Source: an optimization exercise on an open RTL-to-GDS flow (aim: small area, a short achievable clock period and few clock cycles). Production flows keep margins and buffers that such runs may drop.
Where RTL was checked, it was by simulation tests only, not by an equivalence proof against the original.
Power is estimated from default activity; no workload was simulated.

oak:
==> flow/design.v (excerpt) <==
module nmea_gga_sentence_parser (
	input wire logic clk,
	input wire logic arst_n,
	input wire logic char_valid,
	output logic char_stall,
	input wire logic [7:0] char_byte,
	input wire logic char_last,
	output logic res_valid,
	input wire logic res_stall,
	output logic [2:0] res_status,
	output logic [6:0] res_hours,
	output logic [6:0] res_mins,
	output logic [6:0] res_secs,
	output logic [31:0] res_lat_e7,
	output logic [7:0] res_lat_hemi,
	output logic [31:0] res_lon_e7,
	output logic [7:0] res_lon_hemi
);
	logic iv_q;
	logic [7:0] ib_q;
	logic il_q;
	logic idig_q;
	logic icom_q;
	logic idot_q;
	logic izero_q;
	logic init_q;
	logic clr_q;
	logic done_q;
	logic [7:0] cnt_q, cnt_n;
	logic long_q, long_n;
	logic prefix_q, prefix_n;
	logic [3:0] comma_q, comma_n;
	logic [2:0] tidx_q, tidx_n;
	logic intok_q, intok_n;
	logic [2:0] tlen_q, tlen_n;
	logic tbad_q, tbad_n;
	logic [7:0] hnew_q [2];
	logic [7:0] hnew_n [2];
	logic hseen_q [2];
	logic hseen_n [2];
	logic [6:0] pair_q [3];
	logic [6:0] pair_n [3];
	logic [2:0] st_q, st_n;
	logic tm_n;
	logic cm_n;
	logic tm_q;
	logic cm_q;
	logic [1:0] cmk_q;
	logic [1:0] hold_n;
	logic busy_q;
	logic tg_q;
	logic lw_q;
	logic lon_wait_n;
	logic take_n;
	logic done_n;
	logic [2:0] tidx_x;
	logic intok_x;
	logic cm_x;
	logic cm;
	logic [7:0] hemi_q [2];
	logic [7:0] hemi_n [2];
	logic consume;
	logic [1:0] hnew_w;
	logic [7:0] c_w;
	logic block;
	logic busy;
	logic take;
	logic hi_n;
	logic [1:0] fcoord;
	logic [1:0] feed;
	logic [1:0] close;
	logic [1:0] rdy;
	logic [1:0] ov;
	logic [1:0] qv;
	logic [31:0] q0;
	logic [31:0] q1;
	assign busy = busy_q;
	assign consume = iv_q & ~block;
	assign char_stall = iv_q & block;
	assign res_valid = done_q & rdy[0] & rdy[1];
	assign take = res_valid & ~res_stall;
  ...
Size in the first run: roughly 1,300 cells after synthesis, roughly 220 flip-flops, ~13,000 sq um of cells after synthesis.
==> module ngga_back, before the edit <==
module ngga_back (
	input wire logic clk,
	input wire logic clr,
	input wire logic hi_n,
	input wire logic [1:0] feed,
	input wire logic [1:0] close,
	input wire logic [7:0] c,
	input wire logic dig,
	input wire logic dot,
	input wire logic zero,
	output logic lon_wait_n,
	output logic [1:0] hold_n,
	output logic [1:0] rdy,
	output logic [1:0] ov,
	output logic [1:0] qv,
	output logic [31:0] q0,
	output logic [31:0] q1
);
	localparam logic [1:0] PH_INT = 2'd0;
	localparam logic [1:0] PH_FRAC = 2'd1;
	localparam logic [1:0] PH_DONE = 2'd2;
	logic [1:0] ph_q [2];
	logic [1:0] ph_n [2];
	logic [2:0] cn_q [2];
	logic [2:0] cn_n [2];
	logic [7:0] win_q [2];
	logic [7:0] win_n [2];
	logic [1:0] r_q [2];
	logic [1:0] r_n [2];
	logic [31:0] q_q [2];
	logic [31:0] q_n [2];
	logic ov_q [2];
	logic ov_n [2];
	logic qv_q [2];
	logic qv_n [2];
	logic rdy_q [2];
	logic rdy_n [2];
	logic [1:0] flush;
	logic [1:0] flush_n;
	logic [1:0] flush_q;
	logic sel_q;
	logic sel_n;
	logic qs0_q;
	logic qs1_q;
	logic [7:0] t_q;
	logic [7:0] t_n;
	logic [1:0] rs_q;
	logic [1:0] rs_n;
	logic sel;
	logic deg;
	logic [3:0] dout;
	logic [9:0] ms;
	logic [7:0] t;
	logic [31:0] qs;
	logic [34:0] csa_s;
	logic [34:0] csa_c;
	logic [34:0] u;
	logic [35:0] sum;
	assign q0 = q_q[0];
	assign q1 = q_q[1];
	assign ov = {ov_q[1], ov_q[0]};
	assign qv = {qv_q[1], qv_q[0]};
	assign rdy = {rdy_q[1], rdy_q[0]};
	always_comb begin
		for (int k = 0; k < 2; k++) begin
			flush[k] = flush_q[k];
		end
		sel = sel_q;
		qs = (q_q[1] & {32{qs1_q}}) | (q_q[0] & {32{qs0_q}});
		t = t_q;
		csa_s = {1'b0, qs, 2'b00} ^ {3'b000, qs} ^ {28'd0, t[7:1]};
		csa_c = ({1'b0, qs, 2'b00} & {3'b000, qs}) | ({1'b0, qs, 2'b00} & {28'd0, t[7:1]}) |
			({3'b000, qs} & {28'd0, t[7:1]});
		u = csa_s + {csa_c[33:0], 1'b0};
		sum = {u, t[0]};
	end
	always_comb begin
		logic step;
		for (int k = 0; k < 2; k++) begin
			ph_n[k] = ph_q[k];
			cn_n[k] = cn_q[k];
			win_n[k] = win_q[k];
			r_n[k] = r_q[k];
			q_n[k] = q_q[k];
			ov_n[k] = ov_q[k];
			qv_n[k] = qv_q[k];
			step = 1'b0;
			case (ph_q[k])
				PH_INT: begin
					if (feed[k]) begin
						if (dig) begin
							if (cn_q[k] >= 3'd5) begin
								ov_n[k] = 1'b1;
							end else begin
								step = cn_q[k] >= 3'd2;
								win_n[k] = {win_q[k][3:0], c[3:0]};
								cn_n[k] = (cn_q[k] == 3'd0 && zero) ? 3'd0 : cn_q[k] + 3'd1;
							end
						end else if (dot) begin
							ph_n[k] = PH_FRAC;
							cn_n[k] = 3'd0;
						end else begin
							ph_n[k] = PH_DONE;
							cn_n[k] = 3'd0;
						end
					end
				end
				PH_FRAC: begin
					if (feed[k]) begin
						if (dig) begin
							if (cn_q[k] < 3'd4) begin
								step = 1'b1;
								win_n[k] = {win_q[k][3:0], c[3:0]};
								cn_n[k] = cn_q[k] + 3'd1;
							end
						end else begin
							ph_n[k] = PH_DONE;
						end
					end
				end
				default: begin
					if (flush[k] && (sel == (k == 1))) begin
						step = 1'b1;
						win_n[k] = {win_q[k][3:0], 4'd0};
						cn_n[k] = cn_q[k] + 3'd1;
					end
				end
			endcase
			if (step) begin
				q_n[k] = sum[31:0];
				qv_n[k] = 1'b1;
				r_n[k] = rs_q;
				ov_n[k] = ov_q[k] | (|sum[35:32]);
			end
			if (close[k] && ph_n[k] != PH_DONE) begin
				cn_n[k] = (ph_n[k] == PH_INT && cn_n[k] == 3'd0) ? 3'd6 :
					(ph_n[k] == PH_INT ? 3'd0 : cn_n[k]);
				ph_n[k] = PH_DONE;
			end
			if (clr) begin
				ph_n[k] = PH_INT;
				cn_n[k] = 3'd0;
				win_n[k] = 8'h00;
				r_n[k] = 2'd0;
				qv_n[k] = 1'b0;
				ov_n[k] = 1'b0;
			end
			rdy_n[k] = (ph_n[k] == PH_DONE) && (cn_n[k] == 3'd6);
			flush_n[k] = (ph_n[k] == PH_DONE) && (cn_n[k] != 3'd6);
		end
		lon_wait_n = flush_n[0] && ((ph_n[1] == PH_INT && cn_n[1] >= 3'd2 && cn_n[1] < 3'd5) ||
			(ph_n[1] == PH_FRAC && cn_n[1] < 3'd4));
		for (int k = 0; k < 2; k++) begin
			hold_n[k] = qv_n[k] || ov_n[k];
		end
		sel_n = !flush_n[0] && (flush_n[1] || hi_n);
		deg = sel_n ? (ph_n[1] == PH_INT) : (ph_n[0] == PH_INT);
		dout = sel_n ? win_n[1][7:4] : win_n[0][7:4];
		ms = ngga_pkg::min_step(sel_n ? r_n[1] : r_n[0], dout);
		t_n = deg ? 8'({dout, 3'b000} + {dout, 1'b0}) : ms[7:0];
		rs_n = deg ? 2'd0 : ms[9:8];
	end
	always_ff @(posedge clk) begin
		sel_q <= sel_n;
		qs0_q <= !sel_n && qv_n[0];
		qs1_q <= sel_n && qv_n[1];
		t_q <= t_n;
		rs_q <= rs_n;
		flush_q <= flush_n;
		for (int k = 0; k < 2; k++) begin
			ph_q[k] <= ph_n[k];
			cn_q[k] <= cn_n[k];
			win_q[k] <= win_n[k];
			r_q[k] <= r_n[k];
			q_q[k] <= q_n[k];
			ov_q[k] <= ov_n[k];
			qv_q[k] <= qv_n[k];
			rdy_q[k] <= rdy_n[k];
		end
	end
endmodule
clock: 11.0 ns
lec_check: 0
cap_margin: 20
core_margin: 2
core_utilization: 40
slew_margin: 20
standard.sh (not shown) runs the stock make flow with config.mk's settings and CLKGATE_MAP_FILE= SYNTH_SCRIPT=/design/flow/synth_recipe.tcl, a recipe that flattens the netlist after the stock synthesis.
==> flow/flow/run.sh <==
#!/bin/bash
# The standard layout (the standard.sh: standard synthesis, floorplan, placement,
# CTS, routing) with two changes to how it is made: timing repair aims for more setup
# slack than the clock needs, and the port buffers are the small sky130 buffer.
set -e
bash standard.sh SETUP_SLACK_MARGIN=7 'BUFFER_PORTS_ARGS=-buffer_cell sky130_fd_sc_hd__buf_1' finish > standard.log 2>&1
Testbench counts of oak, summed over its fixed seeds: cycles 25,028.
Inputs modified between oak and pine:
==> flow/design.v, changed modules only <==
module ngga_back (
	input wire logic clk,
	input wire logic clr,
	input wire logic hi_n,
	input wire logic [1:0] feed,
	input wire logic [1:0] close,
	input wire logic [7:0] c,
	input wire logic dig,
	input wire logic dot,
	input wire logic zero,
	output logic lon_wait_n,
	output logic [1:0] hold_n,
	output logic [1:0] rdy,
	output logic [1:0] ov,
	output logic [1:0] qv,
	output logic [31:0] q0,
	output logic [31:0] q1
);
	localparam logic [1:0] PH_INT = 2'd0;
	localparam logic [1:0] PH_FRAC = 2'd1;
	localparam logic [1:0] PH_DONE = 2'd2;
	logic [1:0] ph_q [2];
	logic [1:0] ph_n [2];
	logic [2:0] cn_q [2];
	logic [2:0] cn_n [2];
	logic [7:0] win_q [2];
	logic [7:0] win_n [2];
	logic [1:0] r_q [2];
	logic [1:0] r_n [2];
	logic [35:0] q_q [2];
	logic [35:0] q_n [2];
	logic ov_q [2];
	logic ov_n [2];
	logic qv_q [2];
	logic qv_n [2];
	logic rdy_q [2];
	logic rdy_n [2];
	logic [1:0] flush;
	logic [1:0] flush_n;
	logic [1:0] flush_q;
	logic sel_q;
	logic sel_n;
	logic qs0_q;
	logic qs1_q;
	logic [7:0] t_q;
	logic [7:0] t_n;
	logic [1:0] rs_q;
	logic [1:0] rs_n;
	logic sel;
	logic deg;
	logic [3:0] dout;
	logic [9:0] ms;
	logic [7:0] t;
	logic [31:0] qs;
	logic [34:0] csa_s;
	logic [34:0] csa_c;
	logic [34:0] u;
	logic [35:0] sum;
	assign q0 = q_q[0][31:0];
	assign q1 = q_q[1][31:0];
	assign ov = {ov_q[1], ov_q[0]};
	assign qv = {qv_q[1], qv_q[0]};
	assign rdy = {rdy_q[1], rdy_q[0]};
	always_comb begin
		for (int k = 0; k < 2; k++) begin
			flush[k] = flush_q[k];
		end
		sel = sel_q;
		qs = (q_q[1][31:0] & {32{qs1_q}}) | (q_q[0][31:0] & {32{qs0_q}});
		t = t_q;
		csa_s = {1'b0, qs, 2'b00} ^ {3'b000, qs} ^ {28'd0, t[7:1]};
		csa_c = ({1'b0, qs, 2'b00} & {3'b000, qs}) | ({1'b0, qs, 2'b00} & {28'd0, t[7:1]}) |
			({3'b000, qs} & {28'd0, t[7:1]});
		u = csa_s + {csa_c[33:0], 1'b0};
		sum = {u, t[0]};
	end
	always_comb begin
		logic step;
		for (int k = 0; k < 2; k++) begin
			ph_n[k] = ph_q[k];
			cn_n[k] = cn_q[k];
			win_n[k] = win_q[k];
			r_n[k] = r_q[k];
			q_n[k] = q_q[k];
			ov_n[k] = ov_q[k] | (qv_q[k] & (|q_q[k][35:32]));
			qv_n[k] = qv_q[k];
			step = 1'b0;
			case (ph_q[k])
				PH_INT: begin
					if (feed[k]) begin
						if (dig) begin
							if (cn_q[k] >= 3'd5) begin
								ov_n[k] = 1'b1;
							end else begin
								step = cn_q[k] >= 3'd2;
								win_n[k] = {win_q[k][3:0], c[3:0]};
								cn_n[k] = (cn_q[k] == 3'd0 && zero) ? 3'd0 : cn_q[k] + 3'd1;
							end
						end else if (dot) begin
							ph_n[k] = PH_FRAC;
							cn_n[k] = 3'd0;
						end else begin
							ph_n[k] = PH_DONE;
							cn_n[k] = 3'd0;
						end
					end
				end
				PH_FRAC: begin
					if (feed[k]) begin
						if (dig) begin
							if (cn_q[k] < 3'd4) begin
								step = 1'b1;
								win_n[k] = {win_q[k][3:0], c[3:0]};
								cn_n[k] = cn_q[k] + 3'd1;
							end
						end else begin
							ph_n[k] = PH_DONE;
						end
					end
				end
				default: begin
					if (flush[k] && (sel == (k == 1))) begin
						step = 1'b1;
						win_n[k] = {win_q[k][3:0], 4'd0};
						cn_n[k] = cn_q[k] + 3'd1;
					end
				end
			endcase
			if (step) begin
				q_n[k] = sum;
				qv_n[k] = 1'b1;
				r_n[k] = rs_q;
			end
			if (close[k] && ph_n[k] != PH_DONE) begin
				cn_n[k] = (ph_n[k] == PH_INT && cn_n[k] == 3'd0) ? 3'd6 :
					(ph_n[k] == PH_INT ? 3'd0 : cn_n[k]);
				ph_n[k] = PH_DONE;
			end
			if (clr) begin
				ph_n[k] = PH_INT;
				cn_n[k] = 3'd0;
				win_n[k] = 8'h00;
				r_n[k] = 2'd0;
				qv_n[k] = 1'b0;
				ov_n[k] = 1'b0;
			end
			flush_n[k] = (ph_n[k] == PH_DONE) && (cn_n[k] != 3'd6);
		end
		lon_wait_n = flush_n[0] && ((ph_n[1] == PH_INT && cn_n[1] >= 3'd2 && cn_n[1] < 3'd5) ||
			(ph_n[1] == PH_FRAC && cn_n[1] < 3'd4));
		for (int k = 0; k < 2; k++) begin
			hold_n[k] = qv_n[k] || ov_n[k];
		end
		sel_n = !flush_n[0] && (flush_n[1] || hi_n);
		deg = sel_n ? (ph_n[1] == PH_INT) : (ph_n[0] == PH_INT);
		dout = sel_n ? win_n[1][7:4] : win_n[0][7:4];
		ms = ngga_pkg::min_step(sel_n ? r_n[1] : r_n[0], dout);
		t_n = deg ? 8'({dout, 3'b000} + {dout, 1'b0}) : ms[7:0];
		rs_n = deg ? 2'd0 : ms[9:8];
	end
	always_ff @(posedge clk) begin
		sel_q <= sel_n;
		qs0_q <= !sel_n && qv_n[0];
		qs1_q <= sel_n && qv_n[1];
		t_q <= t_n;
		rs_q <= rs_n;
		flush_q <= flush_n;
		for (int k = 0; k < 2; k++) begin
			ph_q[k] <= ph_n[k];
			cn_q[k] <= cn_n[k];
			win_q[k] <= win_n[k];
			r_q[k] <= r_n[k];
			q_q[k] <= q_n[k];
			ov_q[k] <= ov_n[k];
			qv_q[k] <= qv_n[k];
			rdy_q[k] <= !clr && (ph_q[k] == PH_DONE) && (cn_q[k] == 3'd6);
		end
	end
endmodule
Notes after the runs:
The sequential cell count of pine exceeds that of oak by about 3.7%. Number of buffers inserted during clock tree synthesis was higher in oak than in pine. On combinational share of power: between pine and oak, it ends up lower for oak. Going from oak to pine, cell count grew by a few percent. Internal power summed over all cells ends up lower on oak. Row clock group power: pine lower / oak higher.
Only the layout flow was run in pine; the RTL was not checked for function there.

## afterwards: timing with drivers on the ports
No port has a modelled driver above. Below, the same layouts with a new extraction and two added sets of constraints.
Step 1 sets driving cells, clkbuf_16 on the clock port and buf_2 on the other inputs (assumed; they add their load-dependent delay and slew).
Step 2 adds t to the input delays and takes it off the output delays; t is the mean of the earliest and latest rising clock arrival at the registers after step 1. Input paths then give back, and output paths get back, about the clock's delay inside the block.
Slacks: ideal / step 1 / step 2; pairs: ideal / step 1.
run	shift t [ns]	setup slack, ns	worst setup path at the end	clock arrival spread, ns	worst slew at a driven data input, ns
oak	0.585	7.026 / 7.013 / 7.026	register to register	0.026 / 0.027	0.03
pine	0.593	7.016 / 7.016 / 7.016	register to register	0.027 / 0.027	0.04
After both steps every run listed still meets setup and hold.
